Background: an optimization exercise with open tools, aiming at small area and a short achievable clock period. Do not read the settings as production practice. No functional check of the RTL was part of any run shown here. Power figures rest on the tool's default switching activity, not on a simulated workload.

==> flow/design.v <==
package bps_pkg;
  localparam int RankBits    = 15;
  localparam int StepBits    = 17;
  localparam int BlockBits   = 16;
  localparam int LogBits     = 4;
  localparam int CfgIdxBits  = 1;
  localparam int CfgDataBits = 16;
endpackage
module bps_mod_a (
  input  logic [16:0] s,
  output logic [7:0]  t63,
  output logic [7:0]  w65,
  output logic [6:0]  y11
);
  logic [5:0] a, b, c;
  always_comb begin
    a   = s[5:0];
    b   = s[11:6];
    c   = {1'b0, s[16:12]};
    t63 = {2'b0, a} + {2'b0, b} + {2'b0, c};
    w65 = {2'b0, a} + {2'b0, c} + {2'b0, ~b};
    y11 = {2'b0, s[4:0]} + {2'b0, s[14:10]} + {2'b0, ~s[9:5]} + {5'b0, ~s[16:15]};
  end
endmodule
module bps_mod_b (
  input  logic [2:0] s_lo,
  input  logic [3:0] lm1,
  input  logic [7:0] t63,
  input  logic [7:0] w65,
  input  logic [6:0] y11,
  output logic [3:0] si
);
  logic [3:0] r15, r13, r11, r9;
  logic [2:0] r7, r5;
  logic [3:0] a7;
  logic [1:0] r3;
  logic [6:0] v13;
  logic [5:0] c13, z11;
  logic [4:0] c11, d9, c5, e7;
  always_comb begin
    e7 = {2'b0, t63[2:0]} + {2'b0, t63[5:3]} + {3'b0, t63[7:6]};
    a7 = {1'b0, e7[2:0]} + {2'b0, e7[4:3]};
    r7 = (a7 >= 4'd7) ? 3'(a7 - 4'd7) : a7[2:0];
    d9 = {2'b0, t63[2:0]} + {3'b0, t63[7:6]} - {2'b0, t63[5:3]};
    r9 = d9[4] ? d9[3:0] + 4'd9 : ((d9[3:0] >= 4'd9) ? d9[3:0] - 4'd9 : d9[3:0]);
    case (r9)
      4'd0, 4'd3, 4'd6: r3 = 2'd0;
      4'd1, 4'd4, 4'd7: r3 = 2'd1;
      default:          r3 = 2'd2;
    endcase
    v13 = {1'b0, w65[5:0]} + 7'd2 + {2'b0, w65[7:6], 2'b0} + {3'b0, w65[7:6], 3'b0};
    c13 = (v13 >= 7'd52) ? 6'(v13 - 7'd52) : v13[5:0];
    c13 = (c13 >= 6'd26) ? 6'(c13 - 6'd26) : c13;
    r13 = (c13 >= 6'd13) ? 4'(c13 - 6'd13) : c13[3:0];
    c5 = {3'b0, w65[5:4]} + {1'b0, w65[3:0]} + 5'd7 - {3'b0, w65[7:6]};
    case (c5)
      5'd5, 5'd10, 5'd15, 5'd20, 5'd25:  r5 = 3'd0;
      5'd6, 5'd11, 5'd16, 5'd21:         r5 = 3'd1;
      5'd7, 5'd12, 5'd17, 5'd22:         r5 = 3'd2;
      5'd8, 5'd13, 5'd18, 5'd23:         r5 = 3'd3;
      default:                           r5 = 3'd4;
    endcase
    z11 = {1'b0, y11[4:0]} + {4'b0, ~y11[6:5]} + 6'd7;
    c11 = (z11 >= 6'd22) ? 5'(z11 - 6'd22) : z11[4:0];
    r11 = (c11 >= 5'd11) ? 4'(c11 - 5'd11) : c11[3:0];
    case ({r3, r5})
      5'b00000: r15 = 4'd0;
      5'b00001: r15 = 4'd6;
      5'b00010: r15 = 4'd12;
      5'b00011: r15 = 4'd3;
      5'b00100: r15 = 4'd9;
      5'b01000: r15 = 4'd10;
      5'b01001: r15 = 4'd1;
      5'b01010: r15 = 4'd7;
      5'b01011: r15 = 4'd13;
      5'b01100: r15 = 4'd4;
      5'b10000: r15 = 4'd5;
      5'b10001: r15 = 4'd11;
      5'b10010: r15 = 4'd2;
      5'b10011: r15 = 4'd8;
      5'b10100: r15 = 4'd14;
      default:  r15 = 4'd0;
    endcase
    case (lm1)
      4'd1:    si = {3'b0, s_lo[0]};
      4'd2:    si = {2'b0, r3};
      4'd3:    si = {2'b0, s_lo[1:0]};
      4'd4:    si = {1'b0, r5};
      4'd5:    si = {2'b0, r3} + ((r3[0] ^ s_lo[0]) ? 4'd3 : 4'd0);
      4'd6:    si = {1'b0, r7};
      4'd7:    si = {1'b0, s_lo};
      4'd8:    si = r9;
      4'd9:    si = {1'b0, r5} + ((r5[0] ^ s_lo[0]) ? 4'd5 : 4'd0);
      4'd10:   si = r11;
      4'd11:   si = {2'b0, r3} + 4'd3 * {2'b0, 2'(2'd3 * (s_lo[1:0] - r3))};
      4'd12:   si = r13;
      4'd13:   si = {1'b0, r7} + ((r7[0] ^ s_lo[0]) ? 4'd7 : 4'd0);
      4'd14:   si = r15;
      default: si = 4'd0;
    endcase
  end
endmodule
module binomial_pipeline_schedule (
  input  logic                              clk_i,
  input  logic                              rst_ni,
  input  logic                              start_i,
  output logic                              busy_o,
  input  logic                              req_type_i,
  input  logic [bps_pkg::RankBits-1:0]      rank_i,
  input  logic [bps_pkg::StepBits-1:0]      step_i,
  input  logic                              cfg_we_i,
  input  logic [bps_pkg::CfgIdxBits-1:0]    cfg_idx_i,
  input  logic [bps_pkg::CfgDataBits-1:0]   cfg_wdata_i,
  output logic                              valid_o,
  output logic                              transfer_valid_o,
  output logic [bps_pkg::RankBits-1:0]      peer_rank_o,
  output logic [bps_pkg::BlockBits-1:0]     block_index_o,
  output logic [bps_pkg::StepBits-1:0]      forged_index_o
);
  assign busy_o = 1'b0;
  logic [3:0]  lm1_q;
  logic [15:0] bx_q;
  always_ff @(posedge clk_i or negedge rst_ni) begin
    if (!rst_ni) begin
      lm1_q <= 4'd0;
      bx_q  <= 16'd0;
    end else if (cfg_we_i) begin
      if (cfg_idx_i == 1'b0) begin
        lm1_q <= (cfg_wdata_i[3:0] == 4'd0) ? 4'd0 : cfg_wdata_i[3:0] - 4'd1;
      end else begin
        bx_q <= cfg_wdata_i ^ 16'd1;
      end
    end
  end
  logic [15:0] b_q;
  logic        zb;
  logic [15:0] last;
  assign b_q  = bx_q ^ 16'd1;
  assign zb   = (b_q == 16'd0);
  assign last = zb ? 16'd0 : b_q - 16'd1;
  logic [16:0] tl_q;
  always_ff @(posedge clk_i) begin
    tl_q <= zb ? {13'b0, lm1_q} + 17'd1 : {1'b0, b_q} + {13'b0, lm1_q};
  end
  logic v1_q, v2_q, v3_q, v4_q, v5_q;
  always_ff @(posedge clk_i or negedge rst_ni) begin
    if (!rst_ni) begin
      v1_q    <= 1'b0;
      v2_q    <= 1'b0;
      v3_q    <= 1'b0;
      v4_q    <= 1'b0;
      v5_q    <= 1'b0;
      valid_o <= 1'b0;
    end else begin
      v1_q    <= start_i;
      v2_q    <= v1_q;
      v3_q    <= v2_q;
      v4_q    <= v3_q;
      v5_q    <= v4_q;
      valid_o <= v5_q;
    end
  end
  logic        req1_q, req2_q, req3_q;
  logic [14:0] rank1_q, rank2_q, rank3_q;
  logic [16:0] s1_q, s2_q, s3_q;
  logic [7:0]  t63_d, t63_q, w65_d, w65_q;
  logic [6:0]  y11_d, y11_q;
  logic [3:0]  si3_d, si3_q, si4_q;
  bps_mod_a u_mod_a (
    .s   (s1_q),
    .t63 (t63_d),
    .w65 (w65_d),
    .y11 (y11_d)
  );
  bps_mod_b u_mod_b (
    .s_lo (s2_q[2:0]),
    .lm1  (lm1_q),
    .t63  (t63_q),
    .w65  (w65_q),
    .y11  (y11_q),
    .si   (si3_d)
  );
  always_ff @(posedge clk_i) begin
    req1_q  <= req_type_i;
    rank1_q <= rank_i;
    s1_q    <= step_i;
    req2_q  <= req1_q;
    rank2_q <= rank1_q;
    s2_q    <= s1_q;
    t63_q   <= t63_d;
    w65_q   <= w65_d;
    y11_q   <= y11_d;
    req3_q  <= req2_q;
    rank3_q <= rank2_q;
    s3_q    <= s2_q;
    si3_q   <= si3_d;
  end
  logic [14:0] onehot, above, other;
  logic        rot0, any_a, any_b, kill, hs;
  logic [3:0]  pa, pb;
  logic [17:0] h, sl;
  always_comb begin
    onehot = 15'd1 << si3_q;
    above  = '0;
    for (int j = 0; j < 15; j++) above[j] = rank3_q[j] && (4'(j) > si3_q);
    other = rank3_q ^ onehot;
    rot0  = rank3_q[si3_q] ^ !req3_q;
    any_a = |above;
    pa = 4'd0;
    for (int j = 14; j >= 0; j--) if (above[j]) pa = 4'(j);
    pb = 4'd0;
    for (int j = 14; j >= 0; j--) if (rank3_q[j]) pb = 4'(j);
    any_b = (rank3_q != '0) && (pb < si3_q);
    h    = {1'b0, s3_q} - {1'b0, tl_q};
    hs   = (h[17:4] == '1);
    kill = !h[17] || (zb && hs && h[3:0] == 4'hf);
    sl   = {1'b0, s3_q} + {14'h3fff, ~lm1_q};
  end
  logic        rot04_q, any_a4_q, any_b4_q, kill4_q, hs4_q;
  logic [3:0]  pa4_q, pb4_q, h4_q;
  logic [14:0] peer4_q;
  logic [17:0] sl4_q;
  always_ff @(posedge clk_i) begin
    rot04_q  <= rot0;
    any_a4_q <= any_a;
    any_b4_q <= any_b;
    pa4_q    <= pa;
    pb4_q    <= pb;
    peer4_q  <= other;
    si4_q    <= si3_q;
    kill4_q  <= kill;
    hs4_q    <= hs;
    h4_q     <= h[3:0];
    sl4_q    <= sl;
  end
  logic [4:0]  x, m, wrapx, d;
  logic [3:0]  idx, idxp, first;
  logic        recv_nz, clamp, neg, eq;
  logic [4:0]  hi;
  logic [4:0]  e;
  always_comb begin
    x       = any_b4_q ? {1'b0, pb4_q} : {1'b0, si4_q};
    wrapx   = x + {1'b0, lm1_q} + 5'd1;
    m       = (any_a4_q && ({1'b0, pa4_q} < wrapx)) ? {1'b0, pa4_q} : wrapx;
    idx     = 4'(m - {1'b0, si4_q});
    idxp    = rot04_q ? idx : 4'd0;
    first   = any_b4_q ? pb4_q : (rot04_q ? si4_q : pa4_q);
    recv_nz = rot04_q || any_a4_q || any_b4_q;
    hi      = {1'b0, idxp} + {1'b0, h4_q};
    clamp   = hs4_q && hi[4] && (hi[3:0] != 4'd0);
    d       = {1'b0, first} - {1'b0, idxp};
    eq      = (d[4] ? (sl4_q[17:5] == '1) : (sl4_q[17:5] == '0)) && (sl4_q[4:0] == d);
    e       = {1'b0, sl4_q[3:0]} + {1'b0, idxp};
    neg     = sl4_q[17] && !e[4];
  end
  logic        pre5_q, clamp5_q, keep5_q;
  logic [14:0] peer5_q;
  logic [3:0]  idxp5_q;
  logic [17:0] sl5_q;
  always_ff @(posedge clk_i) begin
    pre5_q   <= recv_nz && !kill4_q && !neg;
    clamp5_q <= clamp;
    keep5_q  <= clamp && eq;
    peer5_q  <= peer4_q;
    idxp5_q  <= idxp;
    sl5_q    <= sl4_q;
  end
  logic [17:0] f;
  logic        ok;
  logic [15:0] blk, forged;
  always_comb begin
    f      = sl5_q + {14'b0, idxp5_q};
    ok     = pre5_q;
    blk    = clamp5_q ? last : f[15:0];
    forged = {blk[15:4] & {12{!keep5_q}}, keep5_q ? f[3:0] : blk[3:0]};
  end
  always_ff @(posedge clk_i) begin
    transfer_valid_o <= ok;
    peer_rank_o      <= ok ? peer5_q : '0;
    block_index_o    <= ok ? blk : '0;
    forged_index_o   <= {1'b0, ok ? forged : 16'd0};
  end
endmodule
==> flow/flow/run.sh <==
#!/bin/bash
# The standard ORFS layout with two changes: Yosys's adder-cell mapping is off, so that ABC
# maps the arithmetic together with the rest of the logic, and the port buffers are
# buf_2 cells. Registers and everything else as in standard.sh; each tool's output lands
# in orfs/logs, make's own output in make_finish.log.
set -euo pipefail
cd "$(dirname "$0")/.."
bash standard.sh ADDER_MAP_FILE= "BUFFER_PORTS_ARGS=-buffer_cell sky130_fd_sc_hd__buf_2" finish > make_finish.log 2>&1
==> flow/standard.sh <==
#!/bin/bash
# synth_recipe.tcl (not shown) runs the flow's synth.tcl, then flattens the netlist and writes it again
# the make line also repeats each setting of config.mk as NAME=value (left out here)
make -C /OpenROAD-flow-scripts/flow DESIGN_CONFIG=/design/flow/config.mk WORK_HOME=/design/flow/orfs CLKGATE_MAP_FILE= SYNTH_SCRIPT=/design/flow/synth_recipe.tcl "${@:-finish}"
==> flow/config.mk <==
export PLATFORM = sky130hd
export DESIGN_NAME = binomial_pipeline_schedule
export DESIGN_NICKNAME = binomial_pipeline_schedule
export VERILOG_FILES = /design/flow/design.v
export SDC_FILE = /design/flow/constraint.sdc
export NUM_CORES = 4
export LEC_CHECK = 0
export ABC_AREA = 1
export CAP_MARGIN = 20
export CORE_MARGIN = 2
export CORE_UTILIZATION = 40
export SLEW_MARGIN = 20
==> flow/constraint.sdc <==
create_clock -name core_clock -period 7.0 [get_ports {clk_i}]
set_input_delay 1.4000 -clock core_clock [delete_from_list [all_inputs] [get_ports {clk_i}]]
set_output_delay 1.4000 -clock core_clock [all_outputs]
set_load 0.01 [all_outputs]
==> results.py, run 1 <==
metrics = {
    "drt": {
        "first_pass_iters": 6,
        "first_iter_violations": 755,
        "viasPerCell": 4.692,
        "post-route-drc-count": 0,
        "wirelength_um": 33210,
        "antenna_left": 0,
        "wl_per_cell_um": 12.59,
        "num_vias": 12380,
    },
    "global_routing": {
        "grt_usage_pct": 17.71,
        "grt_use_met3_pct": 3.583,
        "gr-max-usage-layer": "met2",
        "grt_antenna_before_repair": 0,
        "grt-ovfl-total": 0,
        "grt_pass1_vias": 11450,
        "grt_max_degree": 30,
        "grt_use_met2_pct": 27.97,
        "use_met1_pct": 24.31,
        "grt_pass1_wl_um": 55220,
    },
    "worst_setup_path": {
        "cp_data_required_time_ns": 7.48,
        "reg2reg_slack_ns": 3.86,
        "crit_fanout": 9,
        "path_class": "flip-flop to flip-flop",
        "critPathTopFamily": "simple AND/OR/NAND/NOR gates",
        "crit_arrival_ns": 3.61,
        "cp-start-kind": "flip-flop",
        "cp-end-kind": "flip-flop",
        "crit_top_cell": "nand2_1",
        "cp_slowest_cell": "dfrtp_1",
        "cpPeakStageDelay_ns": 0.56,
        "critPathBufInv": 2,
    },
    "synth": {
        "synth_top_family_by_area": "simple AND/OR/NAND/NOR gates",
        "synth_compound_area_share_pct": 8.699,
        "synth_warnings": 3,
        "synth_edf_count": 0,
        "synthAdderAreaFrac_pct": 0.2767,
        "syn_area_per_cell_um2": 7.114,
        "netlist_instances": 2034,
        "yosys-top-cells-area": "dfxtp_1, nand2_1, inv_1, nor2_1, dfrtp_1",
        "synthDistinctLibCells": 65,
        "synth.mux.area_fraction_pct": 0.2335,
        "yosysMostFrequentCell": "nand2_1",
        "ys_top_cells_by_count": "nand2_1, dfxtp_1, inv_1",
        "synth-async-reset-ratio_pct": 8.414,
        "synth_top_area_share_pct": 39.15,
        "yosys.area_share.simple_pct": 31.81,
        "synth-seq-cells": 309,
        "syn_area_um2": 14470,
        "yosys.area_share.xor_xnor_pct": 6.304,
        "seq_area_frac_synth_pct": 43.65,
        "synth_flop_cell": "dfxtp_1",
        "yosys.area.top_type": "dfxtp_1",
    },
    "timing": {
        "tns_ns": 0,
        "finalSetupViolCount": 0,
        "worst_slew_pin_slew_ns": 0.7729,
        "max_slew_margin_pct": 48.41,
        "clock_skew_ns": 0.02410,
        "fmax_mhz": 318.8,
        "period_share_pct": 44.82,
        "final_max_slew_viol_count": 0,
        "hold_ws_ns": 0.3080,
        "rsz0062_at_grt": "false",
        "finalCriticalPeriod_ns": 3.137,
        "hold_violations": 0,
    },
    "flow_run": {
        "max-cap-violations": 0,
    },
    "clock_tree": {
        "clock_sinks": 309,
        "cts_buffers": 35,
        "hold_buffers": 0,
        "ctsLongestPathBuffers": 3,
        "cts.repair.resized": 0,
        "post_cts_buffers": 0,
        "cts_tree": "yes",
        "cts-htree-levels": 2,
        "clk_pin_slew_ns": 0.06,
        "cts-root-buf": "clkbuf_16",
        "insertion_delay_ns": 0.55,
    },
    "final_layout": {
        "n_fill_cell": 3594,
        "areaGrowthSynthToFinish_pct": 15.24,
        "layout.nets": 2205,
        "drive_gt1_share_pct": 12.77,
        "fin_area_um2": 16680,
        "num_antenna_cells": 0,
        "finalNonFillerCells": 2638,
    },
    "min_path": {
        "hold_path.class": "flip-flop to flip-flop",
    },
    "pwr": {
        "internal-power_w": 0.004406,
        "p_leak_nw": 8.554,
        "p_per_area_nw_per_um2": 458.1,
        "p_switching_w": 0.003234,
        "swShare_pct": 42.33,
        "peakVddDrop_mv": 0.2579,
        "power_frac_clock_pct": 25.1,
        "combinationalPowerShare_pct": 45.1,
        "power_frac_seq_pct": 29.9,
    },
    "floorplanning": {
        "rows": 69,
        "die_h_um": 194.2,
        "start_util_pct": 40.68,
        "die-area_um2": 37710,
        "coreArea_um2": 35570,
        "die_x_um": 194.2,
        "io_pins": 105,
    },
    "placed_design": {
        "numPortBuffers": 102,
        "dp.cells": 2575,
        "place.gp.congestion": 0.8726,
        "hpwl_um": 25910,
        "post_dp_cell_area_um2": 15450,
    },
    "outcome": {
        "status": "complete, no violations",
    },
}
-- placed cells by master, fill, tap and decap left out, types with 15 or more instances in the layout --
master,count
nor2_1,275
clkbuf_16,35
xor2_1,69
buf_2,102
inv_1,280
o21ai_1,22
nand2_2,19
dfrtp_1,26
nor3_1,34
nand3_1,115
nand2_1,530
xnor2_1,32
dfxtp_1,283
or2_2,18
o21ai_0,63
a21oi_1,62
nand3_2,15
nand4_1,20
inv_2,25
-- per-layer routing --
metal	vias up	share of wire (%)
li1	6602	-
met1	5433	49
met2	288	43
met3	54	5.6
met4	0	2.4
met5	-	0
-- final cells by class --
cell class | count | area (µm²) | share of cell area (%)
multi-input cells | 1391 | 6855 | 41.11
flip-flops and latches | 309 | 6316 | 37.88
inverters | 310 | 1172 | 7.030
clock buffers | 44 | 969.7 | 5.815
well taps | 461 | 576.8 | 3.459
repair buffers | 104 | 525.5 | 3.151
clock inverters | 19 | 260.3 | 1.561
-- stage by stage --
stage | setup slack (ns) | total power (W) | utilization [%]
3_5_place_dp | 3.881 | 0.005731 | 43.43
5_1_grt | 3.450 | 0.008339 | 46.88
6_report | 3.863 | 0.007639 | 46.88
3_3_place_gp | 3.922 | 0.005651 | 43.43
2_1_floorplan | 4.334 | 0.005071 | -
4_1_cts | 3.870 | 0.007682 | 46.88
-- cells by family after synthesis --
| family | Yosys count |
|---|---|
| xor+xnor | 102 |
| simple gates | 1067 |
| mux | 3 |
| compound gates | 213 |
| fa+ha+maj | 4 |
| buf+inv | 335 |
| other cells | 1 |
| flops | 309 |
-- flip-flops by register name (all words and copies together), names as in the netlist, 7 cells and up --
register / cells
w65_q: 8
rank1_q: 15
block_index_o: 16
y11_q: 7
peer_rank_o: 15
s3_q: 17
bx_q: 16
forged_index_o: 16
s1_q: 17
s2_q: 17
peer4_q: 15
sl4_q: 18
tl_q: 17
sl5_q: 16
rank2_q: 15
peer5_q: 15
t63_q: 8
rank3_q: 15
-- power groups by stage --
stage               Clock (W)  Sequential, W  Combinational, W
floorplan                   0        0.00224           0.00284
global placement            0        0.00232           0.00333
detailed placement          0        0.00232           0.00341
finish                0.00192        0.00228           0.00344
global route          0.00205        0.00232           0.00397
CTS                   0.00197        0.00228           0.00343
-- worst paths after layout --
kind	from	cells past startpoint	to
min in group asynchronous	rst_ni	1	v5_q
setup reg to reg	lm1_q[1]	26	keep5_q
hold reg to reg	rank1_q[7]	0	rank2_q[7]
max in group asynchronous	rst_ni	1	bx_q[7]
setup / recovery	lm1_q[1]	26	keep5_q
hold / removal	rank1_q[7]	0	rank2_q[7]
==> inputs of run 2 (changes only) <==
--- a/flow/config.mk
+++ b/flow/config.mk
@@ -9,4 +9,5 @@
 export CAP_MARGIN = 20
 export CORE_MARGIN = 2
 export CORE_UTILIZATION = 40
+export SETUP_SLACK_MARGIN = 4.4
 export SLEW_MARGIN = 20
==> results.py, run 2 <==
metrics = {
    "drt": {
        "wirelength_um": 39450,
        "post-route-drc-count": 0,
        "wl_per_cell_um": 13.79,
        "antenna_left": 0,
        "first_iter_violations": 649,
        "viasPerCell": 4.821,
        "first_pass_iters": 6,
        "num_vias": 13790,
    },
    "final_layout": {
        "multiInputGateArea_um2": 8554,
        "largest_reg_flops": 18,
        "final_cell_mix": "nand2_1, dfxtp_1, inv_1",
        "drive_gt1_share_pct": 36.10,
        "seq_area_um2": 6381,
        "layout.nets": 2429,
        "fin_area_um2": 20280,
        "finalNonFillerCells": 2860,
        "max_flop_register": "sl4_q",
        "areaGrowthSynthToFinish_pct": 40.14,
        "n_fill_cell": 3202,
        "num_antenna_cells": 0,
        "final_common_cell": "nand2_1",
    },
    "timing": {
        "hold_ws_ns": 0.3247,
        "max_slew_margin_pct": 22.81,
        "worst_slew_pin_slew_ns": 1.156,
        "finalSetupViolCount": 0,
        "hold_violations": 0,
        "fmax_mhz": 322.6,
        "final_max_slew_viol_count": 0,
        "finalCriticalPeriod_ns": 3.100,
        "period_share_pct": 44.29,
        "clock_skew_ns": 0.03139,
        "tns_ns": 0,
        "rsz0062_at_grt": "true",
    },
    "pwr": {
        "swShare_pct": 43.84,
        "power_frac_clock_pct": 18.9,
        "internal-power_w": 0.005326,
        "p_switching_w": 0.004159,
        "power_frac_seq_pct": 24.5,
        "p_per_area_nw_per_um2": 467.7,
        "combinationalPowerShare_pct": 56.6,
        "peakVddDrop_mv": 0.3463,
        "p_leak_nw": 10.06,
    },
    "synth": {
        "synth-async-reset-ratio_pct": 8.414,
        "synth_edf_count": 0,
        "netlist_instances": 2034,
        "yosysMostFrequentCell": "nand2_1",
        "synth-seq-cells": 309,
        "syn_area_um2": 14470,
        "yosys.area.top_type": "dfxtp_1",
        "synth_top_area_share_pct": 39.15,
        "synth_flop_cell": "dfxtp_1",
        "syn_area_per_cell_um2": 7.114,
        "synth_warnings": 3,
        "yosys-top-cells-area": "dfxtp_1, nand2_1, inv_1, nor2_1, dfrtp_1",
        "seq_area_frac_synth_pct": 43.65,
        "ys_top_cells_by_count": "nand2_1, dfxtp_1, inv_1",
        "synthDistinctLibCells": 65,
    },
    "floorplanning": {
        "rows": 69,
        "coreArea_um2": 35570,
        "die_h_um": 194.2,
        "die-area_um2": 37710,
        "die_x_um": 194.2,
        "io_pins": 105,
        "start_util_pct": 40.68,
    },
    "global_routing": {
        "grt-ovfl-total": 0,
        "use_met1_pct": 25.66,
        "grt_max_degree": 30,
        "grt_usage_pct": 19.58,
        "grt_pass1_wl_um": 61180,
        "grt_antenna_before_repair": 0,
        "gr-max-usage-layer": "met2",
        "grt_use_met2_pct": 32.48,
        "grt_pass1_vias": 12900,
        "grt_use_met3_pct": 3.340,
    },
    "placed_design": {
        "place.gp.congestion": 0.9023,
        "numPortBuffers": 102,
        "hpwl_um": 25980,
        "post_dp_cell_area_um2": 15460,
        "dp.cells": 2575,
    },
    "clock_tree": {
        "ctsLongestPathBuffers": 3,
        "hold_buffers": 0,
        "cts_buffers": 34,
        "cts_tree": "yes",
        "insertion_delay_ns": 0.55,
        "clock_sinks": 309,
        "cts-htree-levels": 2,
        "clk_pin_slew_ns": 0.06,
        "cts-root-buf": "clkbuf_16",
    },
    "worst_setup_path": {
        "crit_fanout": 6,
        "cp_data_required_time_ns": 7.44,
        "crit_path_start": "lm1_q[1]",
        "crit_arrival_ns": 3.54,
        "cp-start-kind": "flip-flop",
        "cp-end-kind": "flip-flop",
        "r2r_start": "lm1_q[1]",
        "path_class": "flip-flop to flip-flop",
    },
    "flow_run": {
        "max-cap-violations": 0,
    },
    "min_path": {
        "hold_start": "peer4_q[5]",
        "hold_path.class": "flip-flop to flip-flop",
    },
    "outcome": {
        "status": "complete, no violations",
    },
}
run 2: kinds of logic after synthesis:
logic type | after synthesis | synth area share (%)
compound gates | 213 | 8.699
other cells | 1 | 0.02592
fa+ha+maj | 4 | 0.2767
simple gates | 1067 | 31.81
xor+xnor | 102 | 6.304
mux | 3 | 0.2334
flops | 309 | 43.65
buf+inv | 335 | 9.001
run 2: path summary, 6_finish.rpt:
path                       slack [ns]  depth (start not counted)          to
setup / recovery                 3.90                         27   sl4_q[16]
hold / removal                   0.32                          0  peer5_q[5]
setup reg to reg                 3.90                         27   sl4_q[16]
hold reg to reg                  0.32                          0  peer5_q[5]
max in group asynchronous        5.67                          1     bx_q[1]
min in group asynchronous        0.86                          1        v3_q
run 2: stage by stage:
step / worst slack, ns / utilization, % / power (W)
after floorplan: 4.383 / - / 0.005075
after global placement: 3.897 / 43.45 / 0.005659
after detailed placement: 3.872 / 43.45 / 0.005730
after CTS: 4.169 / 51.98 / 0.008358
after global routing: 3.687 / 57.01 / 0.01021
final: 3.900 / 57.01 / 0.009485
run 2: repair_timing:
action	in CTS	in global routing
buffers inserted	155	69
setup endpoints to repair	51	70
pin swaps	105	153
cloned	1	0
resized for setup	227	331
run 2: routing by layer:
layer | part of all wire [%] | routed length, µm
met3 | 5.2 | 2036
met5 | 0 | 0
met2 | 47 | 18690
met4 | 2.9 | 1128
met1 | 45 | 17600
run 2: power groups by stage:
stage	Clock, W	Sequential, W	Combinational, W
final	0.00179	0.00232	0.00537
after global routing	0.00192	0.00236	0.00594
after CTS	0.00185	0.00230	0.00422
after detailed placement	0	0.00232	0.00341
after global placement	0	0.00232	0.00334
after floorplan	0	0.00224	0.00284
run 2: layout make-up:
class,count,share of cell area [%]
multi-input cells,1392,42.19
flip-flops and latches,309,31.47
inverters,310,5.973
clock inverters,14,0.6911
repair buffers,328,11.92
clock buffers,46,4.918
well taps,461,2.844
run 2: worst max-delay path, stage by stage, from the launching register on:
cell	delay, ns
dfrtp_2	0.49
buf_6	0.14
nand2_2	0.05
nand2_4	0.07
o21ai_4	0.07
nand2_2	0.07
o21ai_2	0.06
o21bai_2	0.14
inv_2	0.06
nor2_2	0.09
inv_1	0.06
nor2_1	0.08
inv_1	0.06
nor2_1	0.11
inv_1	0.07
nor2_1	0.17
inv_2	0.08
nor2_2	0.10
inv_2	0.06
nor2_4	0.08
nand2_2	0.07
nor2_1	0.12
inv_1	0.07
nor2_2	0.12
inv_2	0.07
nor2_4	0.14
nand3_4	0.12
xor2_1	0.16
==> inputs of run 3 (changes only) <==
--- a/flow/design.v
+++ b/flow/design.v
@@ -120,15 +120,18 @@
   assign busy_o = 1'b0;
   logic [3:0]  lm1_q;
   logic [15:0] bx_q;
+  logic        zb_q;
   always_ff @(posedge clk_i or negedge rst_ni) begin
     if (!rst_ni) begin
       lm1_q <= 4'd0;
       bx_q  <= 16'd0;
+      zb_q  <= 1'b0;
     end else if (cfg_we_i) begin
       if (cfg_idx_i == 1'b0) begin
         lm1_q <= (cfg_wdata_i[3:0] == 4'd0) ? 4'd0 : cfg_wdata_i[3:0] - 4'd1;
       end else begin
         bx_q <= cfg_wdata_i ^ 16'd1;
+        zb_q <= (cfg_wdata_i == 16'd0);
       end
     end
   end
@@ -136,7 +139,7 @@
   logic        zb;
   logic [15:0] last;
   assign b_q  = bx_q ^ 16'd1;
-  assign zb   = (b_q == 16'd0);
+  assign zb   = zb_q;
   assign last = zb ? 16'd0 : b_q - 16'd1;
   logic [16:0] tl_q;
   always_ff @(posedge clk_i) begin
@@ -233,11 +236,9 @@
     h4_q     <= h[3:0];
     sl4_q    <= sl;
   end
-  logic [4:0]  x, m, wrapx, d;
+  logic [4:0]  x, m, wrapx;
   logic [3:0]  idx, idxp, first;
-  logic        recv_nz, clamp, neg, eq;
-  logic [4:0]  hi;
-  logic [4:0]  e;
+  logic        recv_nz;
   always_comb begin
     x       = any_b4_q ? {1'b0, pb4_q} : {1'b0, si4_q};
     wrapx   = x + {1'b0, lm1_q} + 5'd1;
@@ -246,33 +247,35 @@
     idxp    = rot04_q ? idx : 4'd0;
     first   = any_b4_q ? pb4_q : (rot04_q ? si4_q : pa4_q);
     recv_nz = rot04_q || any_a4_q || any_b4_q;
-    hi      = {1'b0, idxp} + {1'b0, h4_q};
-    clamp   = hs4_q && hi[4] && (hi[3:0] != 4'd0);
-    d       = {1'b0, first} - {1'b0, idxp};
-    eq      = (d[4] ? (sl4_q[17:5] == '1) : (sl4_q[17:5] == '0)) && (sl4_q[4:0] == d);
-    e       = {1'b0, sl4_q[3:0]} + {1'b0, idxp};
-    neg     = sl4_q[17] && !e[4];
-  end
-  logic        pre5_q, clamp5_q, keep5_q;
+  end
+  logic        pre5_q, hs5_q;
   logic [14:0] peer5_q;
-  logic [3:0]  idxp5_q;
+  logic [3:0]  idxp5_q, first5_q, h5_q;
   logic [17:0] sl5_q;
   always_ff @(posedge clk_i) begin
-    pre5_q   <= recv_nz && !kill4_q && !neg;
-    clamp5_q <= clamp;
-    keep5_q  <= clamp && eq;
+    pre5_q   <= recv_nz && !kill4_q;
+    hs5_q    <= hs4_q;
+    h5_q     <= h4_q;
     peer5_q  <= peer4_q;
     idxp5_q  <= idxp;
+    first5_q <= first;
     sl5_q    <= sl4_q;
   end
   logic [17:0] f;
-  logic        ok;
+  logic [4:0]  d, e, hi;
+  logic        ok, clamp, eq, keep;
   logic [15:0] blk, forged;
   always_comb begin
     f      = sl5_q + {14'b0, idxp5_q};
-    ok     = pre5_q;
-    blk    = clamp5_q ? last : f[15:0];
-    forged = {blk[15:4] & {12{!keep5_q}}, keep5_q ? f[3:0] : blk[3:0]};
+    e      = {1'b0, sl5_q[3:0]} + {1'b0, idxp5_q};
+    ok     = pre5_q && !(sl5_q[17] && !e[4]);
+    hi     = {1'b0, idxp5_q} + {1'b0, h5_q};
+    clamp  = hs5_q && hi[4] && (hi[3:0] != 4'd0);
+    d      = {1'b0, first5_q} - {1'b0, idxp5_q};
+    eq     = (d[4] ? (sl5_q[17:5] == '1) : (sl5_q[17:5] == '0)) && (sl5_q[4:0] == d);
+    keep   = clamp && eq;
+    blk    = clamp ? last : f[15:0];
+    forged = {blk[15:4] & {12{!keep}}, keep ? f[3:0] : blk[3:0]};
   end
   always_ff @(posedge clk_i) begin
     transfer_valid_o <= ok;
--- a/flow/config.mk
+++ b/flow/config.mk
@@ -9,5 +9,4 @@
 export CAP_MARGIN = 20
 export CORE_MARGIN = 2
 export CORE_UTILIZATION = 40
-export SETUP_SLACK_MARGIN = 4.4
 export SLEW_MARGIN = 20
==> results.py, run 3 <==
metrics = {
    "clock_tree": {
        "insertion_delay_ns": 0.53,
        "clock_sinks": 319,
        "cts_tree": "yes",
        "clk_pin_slew_ns": 0.06,
        "cts.repair.resized": 0,
        "cts_buffers": 35,
        "cts-htree-levels": 2,
        "hold_buffers": 0,
        "ctsLongestPathBuffers": 3,
        "post_cts_buffers": 0,
        "cts-root-buf": "clkbuf_16",
    },
    "synth": {
        "synth-seq-cells": 319,
        "yosys-top-cells-area": "dfxtp_1, nand2_1, inv_1, nor2_1, dfrtp_1",
        "synth_flop_cell": "dfxtp_1",
        "synth_warnings": 3,
        "yosys.area.top_type": "dfxtp_1",
        "syn_area_um2": 14660,
        "syn_area_per_cell_um2": 7.237,
        "synthDistinctLibCells": 62,
        "synth_top_area_share_pct": 39.89,
        "ys_top_cells_by_count": "nand2_1, dfxtp_1, inv_1",
        "seq_area_frac_synth_pct": 44.50,
        "yosysMostFrequentCell": "nand2_1",
        "synth_edf_count": 0,
        "synth-async-reset-ratio_pct": 8.464,
        "netlist_instances": 2025,
    },
    "worst_setup_path": {
        "r2r_start": "t63_q[1]",
        "crit_fanout": 13,
        "crit_end": "si3_q[2]",
        "r2r-end": "si3_q[2]",
        "cp-start-kind": "flip-flop",
        "worstRegToRegCells": 27,
        "reg2reg_slack_ns": 4.22,
        "crit_arrival_ns": 3.21,
        "cp-end-kind": "flip-flop",
        "cp_data_required_time_ns": 7.42,
        "path_class": "flip-flop to flip-flop",
        "crit_path_start": "t63_q[1]",
    },
    "timing": {
        "final_max_slew_viol_count": 0,
        "worst_slew_pin_slew_ns": 0.7250,
        "period_share_pct": 39.76,
        "clock_skew_ns": 0.008690,
        "max_slew_margin_pct": 51.67,
        "fmax_mhz": 359.3,
        "tns_ns": 0,
        "finalSetupViolCount": 0,
        "hold_violations": 0,
        "finalCriticalPeriod_ns": 2.783,
        "rsz0062_at_grt": "false",
    },
    "drt": {
        "first_iter_violations": 643,
        "first_pass_iters": 5,
        "post-route-drc-count": 0,
        "wl_per_cell_um": 12.38,
        "antenna_left": 0,
        "wirelength_um": 32640,
        "viasPerCell": 4.667,
        "num_vias": 12310,
    },
    "floorplanning": {
        "coreArea_um2": 36350,
        "rows": 70,
        "die-area_um2": 38190,
        "io_pins": 105,
        "die_x_um": 195.4,
        "start_util_pct": 40.32,
        "die_h_um": 195.4,
    },
    "global_routing": {
        "grt_antenna_before_repair": 0,
        "grt_pass1_wl_um": 54450,
        "grt_usage_pct": 17.40,
        "grt_pass1_vias": 11480,
        "grt_max_degree": 34,
        "grt-ovfl-total": 0,
    },
    "pwr": {
        "p_per_area_nw_per_um2": 433.1,
        "swShare_pct": 40.50,
        "power_frac_seq_pct": 32.2,
        "p_total_w": 0.007291,
        "p_leak_nw": 8.569,
        "peakVddDrop_mv": 0.2046,
        "combinationalPowerShare_pct": 42.1,
        "p_switching_w": 0.002953,
        "internal-power_w": 0.004338,
        "power_frac_clock_pct": 25.7,
    },
    "final_layout": {
        "final_common_cell": "nand2_1",
        "drive_gt1_share_pct": 13.60,
        "areaGrowthSynthToFinish_pct": 14.87,
        "layout.nets": 2198,
        "final_cell_mix": "nand2_1, dfxtp_1, inv_1",
        "finalNonFillerCells": 2637,
        "fin_area_um2": 16830,
        "reg_top3": "sl4_q (18), sl5_q (18)",
        "num_antenna_cells": 0,
    },
    "placed_design": {
        "post_dp_cell_area_um2": 15650,
        "dp.cells": 2575,
        "place.gp.congestion": 0.9058,
        "hpwl_um": 25540,
        "numPortBuffers": 102,
    },
    "min_path": {
        "hold_path.class": "flip-flop to flip-flop",
    },
    "flow_run": {
        "max-cap-violations": 0,
    },
    "outcome": {
        "status": "complete, no violations",
    },
}
## run 3: cell count changes in the layout (fill, tap and decap cells not counted), moves of 28 or more
cell / delta
o21ai_0: +36
buf_4: -169
nand2_4: -28
a21oi_1: +30
inv_1: +41
nand3_1: +47
nand2_2: -80
buf_6: -56
nand2_1: +72
dfxtp_1: +42
## run 3: area by class of cell
| type | count | area, µm² |
|---|---|---|
| clock buffer | 44 | 949.7 |
| clock inverter | 18 | 237.7 |
| fill | 3546 | 19510 |
| inverter | 314 | 1184 |
| multi-input combinational | 1371 | 6839 |
| sequential | 319 | 6521 |
| tap | 468 | 585.6 |
| timing repair buffer | 103 | 518.0 |
## run 3: worst max-delay path, stage by stage, from the launching register on
cell     delay (ns)
dfxtp_1        0.39
inv_1          0.08
nand2_1        0.10
nand2_1        0.05
nand2_1        0.09
nand2_1        0.06
nand2_1        0.11
nand3_2        0.09
nand2_1        0.10
nand2_2        0.09
nand2_2        0.09
nand2_1        0.07
nand2_1        0.10
nand2_1        0.07
nand2_2        0.09
nor2_1         0.05
nand2_1        0.09
nand3_2        0.24
nand2_1        0.13
nand2_1        0.11
inv_1          0.07
nand3_1        0.10
nand2_1        0.09
nand2_1        0.04
nand2_1        0.05
nand2_1        0.05
nand2_1        0.05
nand2_1        0.04
## run 3: worst min path at each step
stage,cells past startpoint,startpoint,to
detailed placement,0,rank2_q[2],rank3_q[2]
global route,0,rank2_q[0],rank3_q[0]
floorplan,0,h4_q[0],h5_q[0]
global placement,0,rank1_q[7],rank2_q[7]
CTS,0,rank2_q[3],rank3_q[3]
finish,0,rank2_q[3],rank3_q[3]
## run 3: power groups by stage
| stage | Combinational [W] | Clock (W) | Sequential, W |
|---|---|---|---|
| detailed placement | 0.00307 | 0 | 0.00239 |
| finish | 0.00307 | 0.00188 | 0.00235 |
| global placement | 0.00300 | 0 | 0.00238 |
| global route | 0.00356 | 0.00201 | 0.00239 |
| CTS | 0.00308 | 0.00194 | 0.00235 |
| floorplan | 0.00257 | 0 | 0.00230 |
## run 3: cell families (layout without fill, tap and decap cells)
family                     after synthesis  after routing  share of synthesized area (%)
AOI/OAI and AO/OA                      249            249                          9.878
xor gates and xnor gates                93             93                          5.652
adders and majority gates                3              3                         0.2049
buffers and inverters                  336            479                          8.887
DFF                                    319            319                          44.50
other                                    1              2                        0.02559
and+or+nand+nor                       1024           1024                          30.85
## run 3: stage by stage
stage	util [%]	hold WS (ns)	worst slack [ns]
floorplan	-	0.3096	4.604
finish	46.32	0.3213	4.217
detailed placement	43.05	0.3121	4.152
global route	46.32	0.3228	3.714
CTS	46.32	0.3208	4.122
global placement	43.05	0.3096	4.196
## run 3: layer usage
metal | wire, µm | vias to the layer above | global-route usage [%]
li1 | - | 6608 | -
met1 | 16040 | 5410 | 23.42
met2 | 14280 | 245 | 28.24
met3 | 1597 | 43 | 3.351
met4 | 724 | 0 | 5.400
met5 | 0 | - | 0
==> inputs of run 4 (changes only) <==
--- a/flow/config.mk
+++ b/flow/config.mk
@@ -9,4 +9,5 @@
 export CAP_MARGIN = 20
 export CORE_MARGIN = 2
 export CORE_UTILIZATION = 40
+export SETUP_SLACK_MARGIN = 4.4
 export SLEW_MARGIN = 20
==> results.py, run 4 <==
metrics = {
    "outcome": {
        "status": "complete, no violations",
    },
    "timing": {
        "finalCriticalPeriod_ns": 2.645,
        "period_share_pct": 37.79,
        "fmax_mhz": 378.1,
        "final_max_slew_viol_count": 0,
        "worst_slew_pin_slew_ns": 0.7446,
        "worst_slack_ns": 4.355,
        "tns_ns": 0,
        "max_slew_margin_pct": 50.36,
        "rsz0062_at_grt": "true",
        "clock_skew_ns": 0.01074,
        "finalSetupViolCount": 0,
        "hold_ws_ns": 0.3216,
        "hold_violations": 0,
    },
    "synth": {
        "synthDistinctLibCells": 62,
        "yosys.area_share.simple_pct": 30.85,
        "yosysMostFrequentCell": "nand2_1",
        "syn_area_per_cell_um2": 7.237,
        "ys_top_cells_by_count": "nand2_1, dfxtp_1, inv_1",
        "yosys-top-cells-area": "dfxtp_1, nand2_1, inv_1, nor2_1, dfrtp_1",
        "synth_compound_area_share_pct": 9.878,
        "synth_warnings": 3,
        "netlist_instances": 2025,
        "synth.mux.area_fraction_pct": 0,
        "yosys.area_share.xor_xnor_pct": 5.652,
        "synthAdderAreaFrac_pct": 0.2049,
        "seq_area_frac_synth_pct": 44.50,
        "synth-seq-cells": 319,
        "syn_area_um2": 14660,
        "synth_flop_cell": "dfxtp_1",
        "yosys.area.top_type": "dfxtp_1",
        "synth_top_family_by_area": "simple AND/OR/NAND/NOR gates",
        "synth_edf_count": 0,
        "synth-async-reset-ratio_pct": 8.464,
        "synth_top_area_share_pct": 39.89,
    },
    "drt": {
        "wirelength_um": 35490,
        "first_pass_iters": 5,
        "wl_per_cell_um": 13.08,
        "num_vias": 12890,
        "first_iter_violations": 675,
        "antenna_left": 0,
        "post-route-drc-count": 0,
        "viasPerCell": 4.750,
    },
    "clock_tree": {
        "cts-htree-levels": 2,
        "insertion_delay_ns": 0.53,
        "cts-root-buf": "clkbuf_16",
        "clk_pin_slew_ns": 0.06,
        "clock_sinks": 319,
        "cts_tree": "yes",
        "hold_buffers": 0,
        "ctsLongestPathBuffers": 3,
        "cts_buffers": 35,
    },
    "placed_design": {
        "hpwl_um": 25540,
        "place.gp.congestion": 0.9058,
        "numPortBuffers": 102,
        "dp.cells": 2575,
        "pre_cts_ws_ns": 4.152,
    },
    "global_routing": {
        "grt_antenna_before_repair": 0,
        "grt_pass1_wl_um": 55070,
        "grt_usage_pct": 17.60,
        "grt-ovfl-total": 0,
        "grt_pass1_vias": 11610,
        "grt_max_degree": 34,
    },
    "final_layout": {
        "areaGrowthSynthToFinish_pct": 27.75,
        "final_common_cell": "nand2_1",
        "final_cell_mix": "nand2_1, dfxtp_1, inv_1",
        "drive_gt1_share_pct": 28.09,
        "layout.nets": 2275,
        "finalNonFillerCells": 2714,
        "reg_top3": "sl4_q (18), sl5_q (18)",
        "num_antenna_cells": 0,
    },
    "floorplanning": {
        "rows": 70,
        "die_h_um": 195.4,
        "coreArea_um2": 36350,
        "die-area_um2": 38190,
        "start_util_pct": 40.32,
        "die_x_um": 195.4,
        "io_pins": 105,
    },
    "worst_setup_path": {
        "cp_data_required_time_ns": 7.42,
        "crit_fanout": 6,
        "cp-end-kind": "flip-flop",
        "cp-start-kind": "flip-flop",
        "crit_arrival_ns": 3.06,
        "path_class": "flip-flop to flip-flop",
        "worstRegToRegCells": 20,
    },
    "pwr": {
        "p_leak_nw": 9.232,
        "peakVddDrop_mv": 0.2046,
        "p_total_w": 0.008398,
        "p_per_area_nw_per_um2": 448.6,
    },
    "min_path": {
        "hold_path.class": "flip-flop to flip-flop",
        "min_path_cells": 0,
    },
    "flow_run": {
        "max-cap-violations": 0,
    },
}
run 4: cell counts after synthesis:
Identical to the previous run, type by type.
run 4: power by group:
part | leakage, nW | internal, W | switching [W] | total (W)
sequential | 2.78 | 0.00212 | 0.000244 | 0.00237
clock | 0.579 | 0.00115 | 0.000728 | 0.00188
combinational | 5.88 | 0.00159 | 0.00256 | 0.00415
total | 9.23 | 0.00486 | 0.00353 | 0.00840
run 4: critical path, stage by stage, from the launching register on:
cell     delay (ns)
dfrtp_2        0.49
inv_4          0.08
nand2_4        0.08
nand2_4        0.05
nor2_4         0.14
a21oi_4        0.05
o21ai_2        0.16
and2_4         0.18
nor2_4         0.04
nor2_2         0.13
nand2_2        0.09
nor2_4         0.14
nand2_2        0.08
nor2_4         0.14
nand2_2        0.08
nor2_4         0.15
buf_6          0.12
buf_6          0.09
nand3_2        0.08
nand2_1        0.10
a21oi_2        0.06
run 4: path summary, 6_finish.rpt:
check,start,end,slack (ns)
min in group asynchronous,rst_ni,v3_q,0.87
max in group asynchronous,rst_ni,lm1_q[1],5.69
worst max register to register,lm1_q[1],tl_q[12],4.35
worst min register to register,rank2_q[3],rank3_q[3],0.32
worst max-delay path,lm1_q[1],tl_q[12],4.35
worst min-delay path,rank2_q[3],rank3_q[3],0.32
run 4: routing by layer:
layer / wire (µm) / share of wire, % / track usage [%] / vias up
met5: 0 / 0 / 0 / -
met4: 734 / 2.1 / 5.400 / 0
met3: 1750 / 4.9 / 3.351 / 48
met2: 16600 / 47 / 28.72 / 255
met1: 16400 / 46 / 23.61 / 5811
li1: - / - / - / 6777
run 4: cell type report:
| type | count | area, µm² |
|---|---|---|
| clock buffer | 44 | 949.7 |
| multi-input combinational | 1371 | 8000 |
| inverter | 314 | 1205 |
| timing repair inverter | 1 | 5.005 |
| clock inverter | 18 | 237.7 |
| sequential | 319 | 6599 |
| fill | 3376 | 17630 |
| tap | 468 | 585.6 |
| timing repair buffer | 179 | 1140 |
run 4: repair_timing:
action | 4_1_cts | 5_1_grt
gates cloned | 0 | 1
resized for setup | 29 | 350
pin swaps | 11 | 129
setup endpoints to repair | 30 | 48
setup buffers | 19 | 57
run 4: per-stage QoR:
stage	utilization, %	area [µm²]
floorplan	-	14660
global placement	43.05	15650
detailed placement	43.05	15650
CTS	47.02	17090
global route	51.51	18720
finish	51.51	18720
run 4: cell families after synthesis:
| family | after synthesis |
|---|---|
| flops | 319 |
| xor+xnor | 93 |
| fa+ha+maj | 3 |
| compound gates | 249 |
| other cells | 1 |
| buf+inv | 336 |
| simple gates | 1024 |

what the ideal ports hide:
The flow's constraints put no driver on any port. The routed layouts listed below were extracted and timed again, unchanged, in two steps.
Step 1 (the two cells are an assumption about what drives the block):
set clk [get_ports {clk_i}]
set_driving_cell -lib_cell sky130_fd_sc_hd__clkbuf_16 $clk
set_driving_cell -lib_cell sky130_fd_sc_hd__buf_2 [delete_from_list [all_inputs] $clk]
Step 2, shift: input delay + t, output delay - t, t = (earliest + latest rising clock arrival at the registers) / 2. This alone moves slack from input paths to output paths.
Three values: ideal, step 1, step 2; two values: the first two.
run	shift t [ns]	slack for setup (ns)	hold slack, ns	worst setup path at the end
run 1	0.585	3.863 / 3.863 / 3.863	0.308 / 0.308 / 0.308	register to register
run 2	0.589	3.900 / 3.900 / 3.900	0.325 / 0.325 / 0.325	register to register
run 3	0.577	4.217 / 4.217 / 4.177	0.321 / 0.321 / 0.321	input to register
run 4	0.575	4.355 / 4.355 / 4.180	0.322 / 0.322 / 0.322	input to register
After both steps setup and hold are still met in every run listed. The setup slack of run 4, which loses most, moves by 0.000 ns with the drivers and by -0.175 ns with both steps.
